Context: an optimization exercise on an open-source flow, tuned for small area and few clock cycles. The choices shown serve that exercise and are no tape-out recipe. Only simulation tests tie the RTL to the original design; equivalence was not proved. Power is estimated from default activity; no workload was simulated.

==> flow/design.v <==
`default_nettype none
package y86_isa_pkg;
	typedef logic [64-1:0] word_t;
	typedef logic [16-1:0] pc_t;
	typedef logic [10*8-1:0] inst_win_t;
	typedef logic [3:0] reg_id_t;
	typedef logic [3:0] ifun_t;
	localparam reg_id_t REG_NONE = 4'hf;
	typedef enum logic [3:0] {
		HALT   = 4'h0,
		NOP    = 4'h1,
		RRMOVQ = 4'h2,
		IRMOVQ = 4'h3,
		OPQ    = 4'h6
	} icode_e;
	typedef enum logic [3:0] {
		ADD = 4'h0,
		SUB = 4'h1,
		AND = 4'h2,
		XOR = 4'h3
	} alufn_e;
	typedef enum logic [3:0] {
		ALWAYS = 4'h0,
		LE     = 4'h1,
		L      = 4'h2,
		E      = 4'h3,
		NE     = 4'h4,
		GE     = 4'h5,
		G      = 4'h6
	} cond_e;
	typedef enum logic [1:0] {
		AOK = 2'd0,
		HLT = 2'd1,
		INS = 2'd2
	} stat_e;
	typedef logic [2:0] cc_t;
	localparam int CC_ZF = 2;
	localparam int CC_SF = 1;
	localparam int CC_OF = 0;
	localparam cc_t CC_RESET = 3'b100;
endpackage
`default_nettype wire
`default_nettype none
package y86_pipe_pkg;
	typedef struct packed {
		logic                 valid;
		logic [3:0]           icode;
		logic [3:0]           ifun;
		logic [3:0]           ra;
		logic [3:0]           rb;
		logic [64-1:0] val_c;
		logic [1:0]           stat;
	} fd_t;
	typedef struct packed {
		logic                 valid;
		logic [3:0]           icode;
		logic [3:0]           ifun;
		logic [64-1:0] val_a;
		logic [64-1:0] val_b;
		logic [64-1:0] val_c;
		logic [3:0]           dst_e;
		logic [1:0]           stat;
	} de_t;
	typedef struct packed {
		logic                 valid;
		logic [3:0]           dst;
		logic [64-1:0] value;
	} wb_t;
	typedef enum logic {
		RUN     = 1'b0,
		STOPPED = 1'b1
	} fetch_state_e;
endpackage
`default_nettype wire
`timescale 1ns/100ps
`default_nettype none
module y86_fetch (
	input	wire	clk,
	input	wire	reset_i,
	input	wire	y86_isa_pkg::inst_win_t	rom_data_i,
	output	y86_isa_pkg::pc_t		pc_o,
	output	y86_pipe_pkg::fd_t		fd_o
);
	y86_isa_pkg::pc_t		pc_q;
	y86_isa_pkg::pc_t		ilen;
	y86_pipe_pkg::fetch_state_e	state_q;
	y86_pipe_pkg::fd_t		fd_d;
	y86_pipe_pkg::fd_t		fd_q;
	always_comb begin
		fd_d.valid = (state_q == y86_pipe_pkg::RUN);
		fd_d.icode = rom_data_i[7:4];
		fd_d.ifun = rom_data_i[3:0];
		fd_d.ra = rom_data_i[15:12];
		fd_d.rb = rom_data_i[11:8];
		fd_d.val_c = rom_data_i[10*8-1:16];
		fd_d.stat = y86_isa_pkg::AOK;
		ilen = y86_isa_pkg::pc_t'(1);
		case (fd_d.icode)
			y86_isa_pkg::HALT: fd_d.stat = y86_isa_pkg::HLT;
			y86_isa_pkg::NOP: ilen = y86_isa_pkg::pc_t'(1);
			y86_isa_pkg::RRMOVQ: begin
				ilen = y86_isa_pkg::pc_t'(2);
				if (fd_d.ifun > y86_isa_pkg::G)
					fd_d.stat = y86_isa_pkg::INS;
			end
			y86_isa_pkg::IRMOVQ: ilen = y86_isa_pkg::pc_t'(10);
			y86_isa_pkg::OPQ: begin
				ilen = y86_isa_pkg::pc_t'(2);
				if (fd_d.ifun > y86_isa_pkg::XOR)
					fd_d.stat = y86_isa_pkg::INS;
			end
			default: fd_d.stat = y86_isa_pkg::INS;
		endcase
	end
	always_ff @(posedge clk) begin
		if (reset_i) begin
			pc_q <= '0;
			state_q <= y86_pipe_pkg::RUN;
			fd_q.valid <= 1'b0;
		end else begin
			fd_q <= fd_d;
			if (state_q == y86_pipe_pkg::RUN) begin
				if (fd_d.stat == y86_isa_pkg::AOK)
					pc_q <= pc_q + ilen;
				else
					state_q <= y86_pipe_pkg::STOPPED;
			end
		end
	end
	assign pc_o = pc_q;
	assign fd_o = fd_q;
endmodule
`default_nettype wire
`timescale 1ns/100ps
`default_nettype none
module y86_regfile (
	input	wire	clk,
	input	wire	reset_i,
	input	wire	y86_isa_pkg::reg_id_t	src_a_i,
	input	wire	y86_isa_pkg::reg_id_t	src_b_i,
	output	y86_isa_pkg::word_t		val_a_o,
	output	y86_isa_pkg::word_t		val_b_o,
	input	wire	y86_pipe_pkg::wb_t	wb_i
);
	y86_isa_pkg::word_t	regs [15];
	assign val_a_o = (src_a_i == y86_isa_pkg::REG_NONE) ? '0 : regs[src_a_i];
	assign val_b_o = (src_b_i == y86_isa_pkg::REG_NONE) ? '0 : regs[src_b_i];
	always_ff @(posedge clk) begin
		if (reset_i) begin
			for (int i = 0; i < 15; i++)
				regs[i] <= '0;
		end else if (wb_i.valid && wb_i.dst != y86_isa_pkg::REG_NONE) begin
			regs[wb_i.dst] <= wb_i.value;
		end
	end
endmodule
`default_nettype wire
`timescale 1ns/100ps
`default_nettype none
module y86_decode (
	input	wire	clk,
	input	wire	reset_i,
	input	wire	y86_pipe_pkg::fd_t	fd_i,
	output	y86_isa_pkg::reg_id_t	src_a_o,
	output	y86_isa_pkg::reg_id_t	src_b_o,
	input	wire	y86_isa_pkg::word_t	val_a_i,
	input	wire	y86_isa_pkg::word_t	val_b_i,
	input	wire	y86_pipe_pkg::wb_t	ex_fwd_i,
	input	wire	y86_pipe_pkg::wb_t	wb_i,
	output	y86_pipe_pkg::de_t		de_o
);
	y86_isa_pkg::reg_id_t	src_a;
	y86_isa_pkg::reg_id_t	src_b;
	y86_isa_pkg::reg_id_t	dst_e;
	y86_pipe_pkg::de_t	de_d;
	y86_pipe_pkg::de_t	de_q;
	function automatic y86_isa_pkg::word_t pick_operand(
		input y86_isa_pkg::reg_id_t src,
		input y86_isa_pkg::word_t rf_val,
		input y86_pipe_pkg::wb_t ex_fwd,
		input y86_pipe_pkg::wb_t wb
	);
		if (ex_fwd.valid && ex_fwd.dst == src)
			pick_operand = ex_fwd.value;
		else if (wb.valid && wb.dst == src)
			pick_operand = wb.value;
		else
			pick_operand = rf_val;
	endfunction
	always_comb begin
		src_a = y86_isa_pkg::REG_NONE;
		src_b = y86_isa_pkg::REG_NONE;
		dst_e = y86_isa_pkg::REG_NONE;
		case (fd_i.icode)
			y86_isa_pkg::RRMOVQ: begin
				src_a = fd_i.ra;
				dst_e = fd_i.rb;
			end
			y86_isa_pkg::IRMOVQ: dst_e = fd_i.rb;
			y86_isa_pkg::OPQ: begin
				src_a = fd_i.ra;
				src_b = fd_i.rb;
				dst_e = fd_i.rb;
			end
			default: ;
		endcase
	end
	assign src_a_o = src_a;
	assign src_b_o = src_b;
	always_comb begin
		de_d.valid = fd_i.valid;
		de_d.icode = fd_i.icode;
		de_d.ifun = fd_i.ifun;
		de_d.val_a = pick_operand(src_a, val_a_i, ex_fwd_i, wb_i);
		de_d.val_b = pick_operand(src_b, val_b_i, ex_fwd_i, wb_i);
		de_d.val_c = fd_i.val_c;
		de_d.dst_e = dst_e;
		de_d.stat = fd_i.stat;
	end
	always_ff @(posedge clk) begin
		if (reset_i)
			de_q.valid <= 1'b0;
		else
			de_q <= de_d;
	end
	assign de_o = de_q;
endmodule
`default_nettype wire
`timescale 1ns/100ps
`default_nettype none
module y86_execute (
	input	wire	clk,
	input	wire	reset_i,
	input	wire	y86_pipe_pkg::de_t	de_i,
	output	y86_pipe_pkg::wb_t		ex_fwd_o,
	output	y86_pipe_pkg::wb_t		wb_o,
	output	logic [1:0]			stat_o,
	output	logic				halted_o
);
	localparam int MSB = 64 - 1;
	y86_isa_pkg::word_t	alu_r;
	logic			alu_v;
	y86_isa_pkg::word_t	val_e;
	y86_isa_pkg::cc_t	cc_q;
	logic			zf;
	logic			sf;
	logic			lt;
	logic			cond_ok;
	logic			is_ok;
	y86_pipe_pkg::wb_t	wb_q;
	logic [1:0]		stat_q;
	logic			halted_q;
	always_comb begin
		alu_v = 1'b0;
		case (de_i.ifun)
			y86_isa_pkg::ADD: begin
				alu_r = de_i.val_b + de_i.val_a;
				alu_v = (de_i.val_a[MSB] == de_i.val_b[MSB])
					&& (alu_r[MSB] != de_i.val_b[MSB]);
			end
			y86_isa_pkg::SUB: begin
				alu_r = de_i.val_b - de_i.val_a;
				alu_v = (de_i.val_a[MSB] != de_i.val_b[MSB])
					&& (alu_r[MSB] != de_i.val_b[MSB]);
			end
			y86_isa_pkg::AND: alu_r = de_i.val_b & de_i.val_a;
			default: alu_r = de_i.val_b ^ de_i.val_a;
		endcase
		case (de_i.icode)
			y86_isa_pkg::IRMOVQ: val_e = de_i.val_c;
			y86_isa_pkg::RRMOVQ: val_e = de_i.val_a;
			default: val_e = alu_r;
		endcase
	end
	always_comb begin
		zf = cc_q[y86_isa_pkg::CC_ZF];
		sf = cc_q[y86_isa_pkg::CC_SF];
		lt = sf ^ cc_q[y86_isa_pkg::CC_OF];
		case (de_i.ifun)
			y86_isa_pkg::ALWAYS: cond_ok = 1'b1;
			y86_isa_pkg::LE: cond_ok = lt | zf;
			y86_isa_pkg::L: cond_ok = lt;
			y86_isa_pkg::E: cond_ok = zf;
			y86_isa_pkg::NE: cond_ok = !zf;
			y86_isa_pkg::GE: cond_ok = !lt;
			y86_isa_pkg::G: cond_ok = !lt && !zf;
			default: cond_ok = 1'b0;
		endcase
	end
	assign is_ok = de_i.valid && (de_i.stat == y86_isa_pkg::AOK);
	always_comb begin
		ex_fwd_o.valid = is_ok && (de_i.dst_e != y86_isa_pkg::REG_NONE)
			&& (de_i.icode != y86_isa_pkg::RRMOVQ || cond_ok);
		ex_fwd_o.dst = de_i.dst_e;
		ex_fwd_o.value = val_e;
	end
	always_ff @(posedge clk) begin
		if (reset_i) begin
			cc_q <= y86_isa_pkg::CC_RESET;
			wb_q.valid <= 1'b0;
			stat_q <= y86_isa_pkg::AOK;
			halted_q <= 1'b0;
		end else begin
			wb_q <= ex_fwd_o;
			if (is_ok && de_i.icode == y86_isa_pkg::OPQ)
				cc_q <= {alu_r == '0, alu_r[MSB], alu_v};
			if (de_i.valid && de_i.stat != y86_isa_pkg::AOK && !halted_q) begin
				stat_q <= de_i.stat;
				halted_q <= 1'b1;
			end
		end
	end
	assign wb_o = wb_q;
	assign stat_o = stat_q;
	assign halted_o = halted_q;
endmodule
`default_nettype wire
`timescale 1ns/100ps
`default_nettype none
module y86_cpu (
	input	wire	clk,
	input	wire	reset_i,
	input	wire	y86_isa_pkg::inst_win_t	rom_data_i,
	output	y86_isa_pkg::pc_t		rom_addr_o,
	output	y86_pipe_pkg::wb_t		wb_o,
	output	logic [1:0]			stat_o,
	output	logic				halted_o
);
	y86_pipe_pkg::fd_t	fd;
	y86_pipe_pkg::de_t	de;
	y86_pipe_pkg::wb_t	ex_fwd;
	y86_pipe_pkg::wb_t	wb;
	y86_isa_pkg::reg_id_t	src_a;
	y86_isa_pkg::reg_id_t	src_b;
	y86_isa_pkg::word_t	val_a;
	y86_isa_pkg::word_t	val_b;
	y86_fetch fetch0 (
		.clk(clk),		.reset_i(reset_i),
		.rom_data_i(rom_data_i),
		.pc_o(rom_addr_o),	.fd_o(fd)
	);
	y86_regfile regfile0 (
		.clk(clk),		.reset_i(reset_i),
		.src_a_i(src_a),	.src_b_i(src_b),
		.val_a_o(val_a),	.val_b_o(val_b),
		.wb_i(wb)
	);
	y86_decode decode0 (
		.clk(clk),		.reset_i(reset_i),
		.fd_i(fd),
		.src_a_o(src_a),	.src_b_o(src_b),
		.val_a_i(val_a),	.val_b_i(val_b),
		.ex_fwd_i(ex_fwd),	.wb_i(wb),
		.de_o(de)
	);
	y86_execute execute0 (
		.clk(clk),		.reset_i(reset_i),
		.de_i(de),
		.ex_fwd_o(ex_fwd),	.wb_o(wb),
		.stat_o(stat_o),	.halted_o(halted_o)
	);
	assign wb_o = wb;
endmodule
`default_nettype wire
==> flow/run.sh <==
#!/bin/bash
# synth_recipe.tcl (not shown) runs the flow's synth.tcl, then flattens the netlist and writes it again
# the make line also repeats each setting of config.mk as NAME=value (left out here)
make -C /OpenROAD-flow-scripts/flow DESIGN_CONFIG=/design/flow/config.mk WORK_HOME=/design/flow/orfs CLKGATE_MAP_FILE= SYNTH_SCRIPT=/design/flow/synth_recipe.tcl finish
==> flow/config.mk <==
export PLATFORM = sky130hd
export DESIGN_NAME = y86_cpu
export DESIGN_NICKNAME = y86_cpu
export VERILOG_FILES = /design/flow/design.v
export SDC_FILE = /design/flow/constraint.sdc
export NUM_CORES = 4
export LEC_CHECK = 0
export CAP_MARGIN = 20
export CORE_MARGIN = 2
export CORE_UTILIZATION = 40
export SETUP_SLACK_MARGIN = 0.3
export SLEW_MARGIN = 20
==> flow/constraint.sdc <==
create_clock -name core_clock -period 6.0 [get_ports {clk}]
set_input_delay 1.2000 -clock core_clock [delete_from_list [all_inputs] [get_ports {clk}]]
set_output_delay 1.2000 -clock core_clock [all_outputs]
set_load 0.01 [all_outputs]
==> run summary <==
* Pre-antenna DRT Iters at 10
* Max frequency at about 180 MHz
* Kind of critical path: register to register
* Post-synth cell types at ~110
* Antenna Violating Nets Remaining at 0
* Post-route setup TNS at 0 ns
* Crit path time final at around 5.6 ns
* Clock skew at between 0.02 and 0.03 ns
* Post-synthesis sequential area ratio at 51.0%
* Seq pwr share at 45.8%
* Crit path required time at 6.46 ns
* Worst EP arrival at approximately 6.1 ns
* Crit path max-delay cell type: nor4_1
* Root Driver: clkbuf_16
* Worst-path fanout max at 16
* Switch share at approximately 30%
* Ports at 170
* DP HPWL at 223000 um
* Initial antenna violation count at 13
* Clock-pin slew on the worst setup and hold paths at 0.07 ns
* Clock Latency Late Sink at ~0.85 ns
* Cell Count Post-Placement at approximately 11k
* Critical path endpoint category: register
* Design area at 0.0928 mm2
* Die ar. at ~0.21 mm2
* CTS tree: built
* Largest net degree at the start of global routing at roughly 150
* Final period utilization at between 90 and 100%
* Post-DP Area at a little under 0.09 mm2
* Mapped Avg Cell Area at approximately 9.9 um2
* Slew Limit Fails at 0
* Finished Core Util at between 40% and 50%
* Clock power share at roughly 37%
* Remaining DRCs at 0
* Synth-to-layout area growth at 12.9%
* Fillers at between 15k and 20k
* Wire per inst at around 32 um
* Min-delay worst type: register to register
* Avg Vias per Cell at around 6.4
* Cells after Synth at between 8k and 9k
* Grt ovf at 0
* Register bit count reported by yosys at 1406
* Pwr Total at ~26000 uW
* Max-cap violations at 0
* Vias in the first global route at around 67k
* Slew HR at approximately 18%
* Top cells by count, synth: nand2_1 (1575), edfxtp_1 (1380), and2_1 (970), a21oi_1 (828), clkbuf_1 (546)
* Cell Int Power at ~18000 uW
* First-pass GRT wire length at ~500000 um
* Clock Path Buffers at 3
* Largest area contributor in the netlist: edfxtp_1
* Drt total wl at 358000 um
* Most numerous cell in the Yosys netlist: nand2_1
* Fin. Hold Viols at 0
* Synth async-reset ratio at 0%
* Sequence of cells on the critical path: ha_1 > nor4_1 > nand2_1 > nor4_1 > o21ai_0 > o211ai_2 > a221oi_2 > o21bai_2 > a31oi_1 > a211oi_1 > o211ai_1 > o21ai_1 > o21ai_0
* Post-Syn Area at about 0.08 mm2
* Leakage Power at about 0.034 uW
* Layout Cells excl Fill at roughly 11k
* Post-synth EDFFs at between 1k and 1.5k
* Endpoints failing setup at 0
* Die extent in x at 457 um
* Multi-input combinational cell area at about 0.038 mm2
* Initial DRC count at 10.8k
* Logic gate share of total power at about 17%
* VDD IR max at around 0.00023 V
* Register area at 0.0420 mm2
* Main flop type after synthesis: edfxtp_1
* Cell Pwr Density at approximately 280 mW/mm2
* Via count at between 70k and 80k
* Port Buf Inserts at 169
* CP Launch Type: register
* Layout cells sized above 1 at 8.50%
* Slew @ Worst Pin at ~1.2 ns
* Share of the synthesized area in the top cell type at between 50% and 60%
* Final Net Count at approximately 8.5k
* Core ar. at roughly 0.20 mm2
* Crit-path max cell delay at just over 0.7 ns
* Clock buffer count from CTS at between 150 and 200
* Area contributors post-synth: edfxtp_1 (50%), and2_1 (7.4%), nand2_1 (7.2%), a21oi_1 (5.0%), mux2i_1 (3.7%)
* GP Congestion at roughly 1.0
* Switch Pwr at about 7900 uW
* CTS Hold Buffers Added at 0
* H-tree depth at 4
* FP Rows at about 170
* Initial Utilization at between 40 and 50%
* Status: complete, no violations
* Die H at roughly 460 um
* Total GRT Usage at 33.1%
* RSZ-0062 raised after global routing: true
* Clock sink total at around 1.4k
* Synthesis Warnings at 4
-- worst max-delay path: cells and delay by family (launching register included) --
family	cells	cell delay, ns
fa+ha+maj	1	0.59
compound gates	9	2.84
flops	1	0.41
simple gates	3	1.40
-- path summary, 6_finish.rpt --
| check | start | to | slack [ns] | cells after the start |
|---|---|---|---|---|
| worst min-delay path | fetch0.fd_q[42] | decode0.de_q[46] | 0.42 | 0 |
| worst min register to register | fetch0.fd_q[42] | decode0.de_q[46] | 0.42 | 0 |
| worst max register to register | decode0.de_q[100] | decode0.de_q[195] | 0.36 | 13 |
| worst max-delay path | decode0.de_q[100] | decode0.de_q[195] | 0.36 | 13 |
-- metal layers --
| layer | global-route usage [%] | up-vias | routed length, um |
|---|---|---|---|
| met5 | 0 | - | 34 |
| met4 | 15.8 | 6 | 19100 |
| met3 | 8.92 | 1044 | 44800 |
| met2 | 49.7 | 4983 | 155000 |
| met1 | 44.4 | 35000 | 139000 |
| li1 | - | 29900 | - |
-- sequential cells by signal (all words and copies together) (netlist names) --
name and flops:
fetch0.pc_q 16, fetch0.state_q 1, execute0.cc_q 3, execute0.stat_q 2
execute0.wb_q 69, decode0.de_q 207, fetch0.fd_q 83, execute0.halted_q 1
regfile0.regs 1024
-- cell usage in the layout, fill, tap and decap left out, types with 37 or more instances in the layout --
| master | instances |
|---|---|
| nand4_1 | 44 |
| clkdlybuf4s50_1 | 168 |
| mux2i_1 | 306 |
| o211ai_1 | 95 |
| a211oi_1 | 70 |
| o31ai_1 | 56 |
| clkbuf_1 | 42 |
| nor2b_1 | 43 |
| buf_12 | 48 |
| o21ai_0 | 289 |
| a31oi_1 | 37 |
| nand3_1 | 150 |
| inv_1 | 184 |
| mux4_2 | 122 |
| edfxtp_1 | 1380 |
| nor2_1 | 325 |
| nor3_1 | 177 |
| clkbuf_16 | 163 |
| a32oi_1 | 57 |
| nand2_1 | 1571 |
| a22oi_1 | 51 |
| or4_1 | 62 |
| buf_4 | 196 |
| nor4_1 | 54 |
| xnor2_1 | 48 |
| conb_1 | 64 |
| a21oi_1 | 826 |
| ha_1 | 131 |
| clkinv_1 | 40 |
| and2_1 | 970 |
| a221oi_1 | 77 |
-- repair_timing --
item                                    4_1_cts  5_1_grt
setup buffers                                 0        0
pin swaps                                     0        0
endpoints found under the setup margin        1        2
gates resized for setup                       1        2
-- logic make-up (layout without fill, tap and decap cells) --
group | Yosys count | after routing | share of synthesized area, %
AND/OR/NAND/NOR | 3562 | 3562 | 21.1
AO/OA/AOI/OAI | 1845 | 1845 | 14.0
flip-flops | 1406 | 1406 | 51.0
buffers and inverters | 856 | 894 | 4.01
multiplexers | 441 | 441 | 7.25
adder cells (fa/ha/maj) | 134 | 134 | 2.07
XOR/XNOR | 52 | 52 | 0.554
other | 1 | 69 | 0.00456
-- area by class of cell --
class,count,share of cell area (%)
diodes,5,0.0135
clock buffers,208,4.61
clock inverters,82,0.760
inverters,190,0.779
multi-input cells,6098,40.6
flip-flops and latches,1406,45.2
well taps,2688,3.62
repair buffers,414,4.45
-- power groups by stage --
stage          Clock (uW)  Combinational [uW]  Sequential, uW
4_1_cts              9700                4300           11900
3_5_place_dp            0                4280           12100
6_report             9630                4460           11900
3_3_place_gp            0                4290           12000
5_1_grt             10100                4640           11900
2_1_floorplan           0                2480           11800
-- per-stage QoR --
step                hold WS (ns)  setup WS, ns
finish                     0.416         0.364
detailed placement         0.405         0.207
global route               0.421         0.276
floorplan                  0.399        -0.946
CTS                        0.418         0.470
global placement           0.405        0.0112
Testbench counts, summed over its fixed seeds: cycles 43,044.

[afterwards: timing with drivers on the ports]
Ports are ideal in the flow. The routed layout listed here was re-timed in OpenROAD. Step 1 assumes that a clkbuf_16 drives the clock port and a buf_2 every other input. Step 2 also shifts input and output timing later by t, the mid clock arrival at the registers, as if the neighbouring blocks saw the same clock. a / b / c = no drivers / after step 1 / after step 2; a / b = the first two.
t, ns: 0.923
setup slack, ns: 0.364 / 0.364 / 0.364
hold slack, ns: 0.416 / 0.416 / 0.416
slew at the worst register clock pin (ns): 0.07 / 0.07
After both steps this run still meets setup and hold. The setup slack of this run moves by 0.000 ns with the drivers and by 0.000 ns with both steps.
